Background: an optimization exercise with open tools, aiming at small area. Do not read the settings as production practice. The RTL was checked by simulation tests, not by an equivalence proof against the original design.

==> inputs of run a <==
Design fpdiv_frac, start of the top module:
module fpdiv_frac
(
	input  logic        clk,
	input  logic        rst_n,
	input  logic        start_valid_i,
	output logic        start_ready_o,
	input  logic        flush_i,
	input  logic [1:0]  fp_format_i,
	input  logic [52:0] a_frac_i,
	input  logic [52:0] b_frac_i,
	output logic        finish_valid_o,
	input  logic        finish_ready_i,
	output logic [54:0] fpdiv_frac_o
);
	localparam logic [1:0] ST_IDLE  = 2'b00;
	localparam logic [1:0] ST_FIRST = 2'b01;
	localparam logic [1:0] ST_SKIP  = 2'b10;
	localparam logic [1:0] ST_RUN   = 2'b11;
	logic [1:0]  state_q;
	logic [1:0]  state_d;
	logic [53:0] rem_q;     
	logic [52:0] div_q;     
	logic [54:0] quo_q;     
	logic        idle;
	logic        skip;
	logic        run;
	logic        sub;
	logic        lead;
	logic        shift;
	logic [52:0] fmask;
	logic [53:0] opb;
	logic [54:0] carry;
	logic [53:0] sum;
	assign idle = (state_q == ST_IDLE);
	assign skip = (state_q == ST_SKIP);
	assign run  = (state_q == ST_RUN);
	assign fmask = {{29{fp_format_i[1]}}, {13{fp_format_i != 2'd0}}, 11'h7ff};
	always_comb begin
		if (div_q[52])      lead = quo_q[54];
		else if (div_q[23]) lead = quo_q[24];
		else                lead = quo_q[12];
	end
	assign sub = quo_q[0] & !skip;
	assign opb = {sub, div_q ^ {53{sub}}};
	logic [53:0] x;
	logic [53:0] y;
	assign x = rem_q;
	assign y = opb;
	assign carry[0] = sub;
	logic [53:0] s0;
	assign sum[0] = x[0] ^ y[0] ^ carry[0];
	assign carry[1] = (x[0] & y[0]) | (carry[0] & (x[0] ^ y[0]));
	assign sum[1] = x[1] ^ y[1] ^ carry[1];
	assign carry[2] = (x[1] & y[1]) | (carry[1] & (x[1] ^ y[1]));
	assign sum[2] = x[2] ^ y[2] ^ carry[2];
	assign carry[3] = (x[2] & y[2]) | (carry[2] & (x[2] ^ y[2]));
	assign sum[3] = x[3] ^ y[3] ^ carry[3];
	assign carry[4] = (x[3] & y[3]) | (carry[3] & (x[3] ^ y[3]));
	assign sum[4] = x[4] ^ y[4] ^ carry[4];
	assign carry[5] = (x[4] & y[4]) | (carry[4] & (x[4] ^ y[4]));
	assign sum[5] = x[5] ^ y[5] ^ carry[5];
  ...
export LEC_CHECK = 0
export ABC_AREA = 1
export CAP_MARGIN = 20
export CORE_MARGIN = 2
export CORE_UTILIZATION = 40
export CTS_BUF_LIST = sky130_fd_sc_hd__clkbuf_4 sky130_fd_sc_hd__clkbuf_8
export PLACE_DENSITY = 0.6
export SLEW_MARGIN = 20
create_clock -name core_clock -period 11.0 [get_ports {clk}]
standard.sh (not shown) runs the stock make flow with config.mk's settings and CLKGATE_MAP_FILE= SYNTH_SCRIPT=/design/flow/synth_recipe.tcl, a recipe that flattens the netlist after the stock synthesis.
==> flow/flow/run.sh <==
#!/bin/bash
# The standard layout (standard.sh) unchanged, except that the port buffers
# that buffer_ports inserts are buf_1 cells.
set -euo pipefail
export BUFFER_PORTS_ARGS="-buffer_cell sky130_fd_sc_hd__buf_1"
bash standard.sh > flow_standard.log 2>&1
==> run b (differences from run a) <==
CTS_BUF_LIST = sky130_fd_sc_hd__clkbuf_8 sky130_fd_sc_hd__clkbuf_16   (was sky130_fd_sc_hd__clkbuf_4 sky130_fd_sc_hd__clkbuf_8)
CTS_CLUSTER_DIAMETER = 200   (was default)
CTS_CLUSTER_SIZE = 40   (was default)
==> run c (differences from run a) <==
CTS_BUF_LIST = sky130_fd_sc_hd__clkbuf_16   (was sky130_fd_sc_hd__clkbuf_4 sky130_fd_sc_hd__clkbuf_8)
CTS_CLUSTER_DIAMETER = 200   (was default)
CTS_CLUSTER_SIZE = 50   (was default)
==> impl_results.md <==
* Met1 layer wirelength in the final routing at 7990 um
* Final Critical Period at between 6000 and 7000 ps
* Met3 Use GR at 5.99%
* Result of the run: timing/DRC/antenna clean
* Vias in the first global route at 5851
That was run a.
==> impl_results.md <==
* Result of the run: timing/DRC/antenna clean
* Final Critical Period at 6990 ps
* Met3 Use GR at 6.09%
That was run c.
==> impl_results.md <==
* Result of the run: timing/DRC/antenna clean
* Vias in the first global route at 5895
* Met3 Use GR at under 10%
* Met1 layer wirelength in the final routing at 7970 um
* Number of hold violations in the final report at 0
* Residual antenna-violating net count after detailed routing at 0
* Worst min-delay path startpoint: div_q[29]
That was run b.

[port drivers added, routing unchanged]
Ports are ideal in the flow. The routed layouts listed here were re-timed in OpenROAD. Step 1 assumes that a clkbuf_16 drives the clock port and a buf_2 every other input. Step 2, shift: input delay + t, output delay - t, t = (earliest + latest rising clock arrival at the registers) / 2. This alone moves slack from input paths to output paths. Three values: no drivers, after step 1, after step 2; two values: the first two.
| run | shift t [ns] | setup slack, ns | worst setup path at the end |
|---|---|---|---|
| run a | 0.501 | 4.002 / 4.002 / 4.002 | register to register |
| run b | 0.468 | 4.012 / 4.012 / 4.012 | register to register |
| run c | 0.468 | 4.012 / 4.012 / 4.012 | register to register |
After both steps every run listed still meets setup and hold.
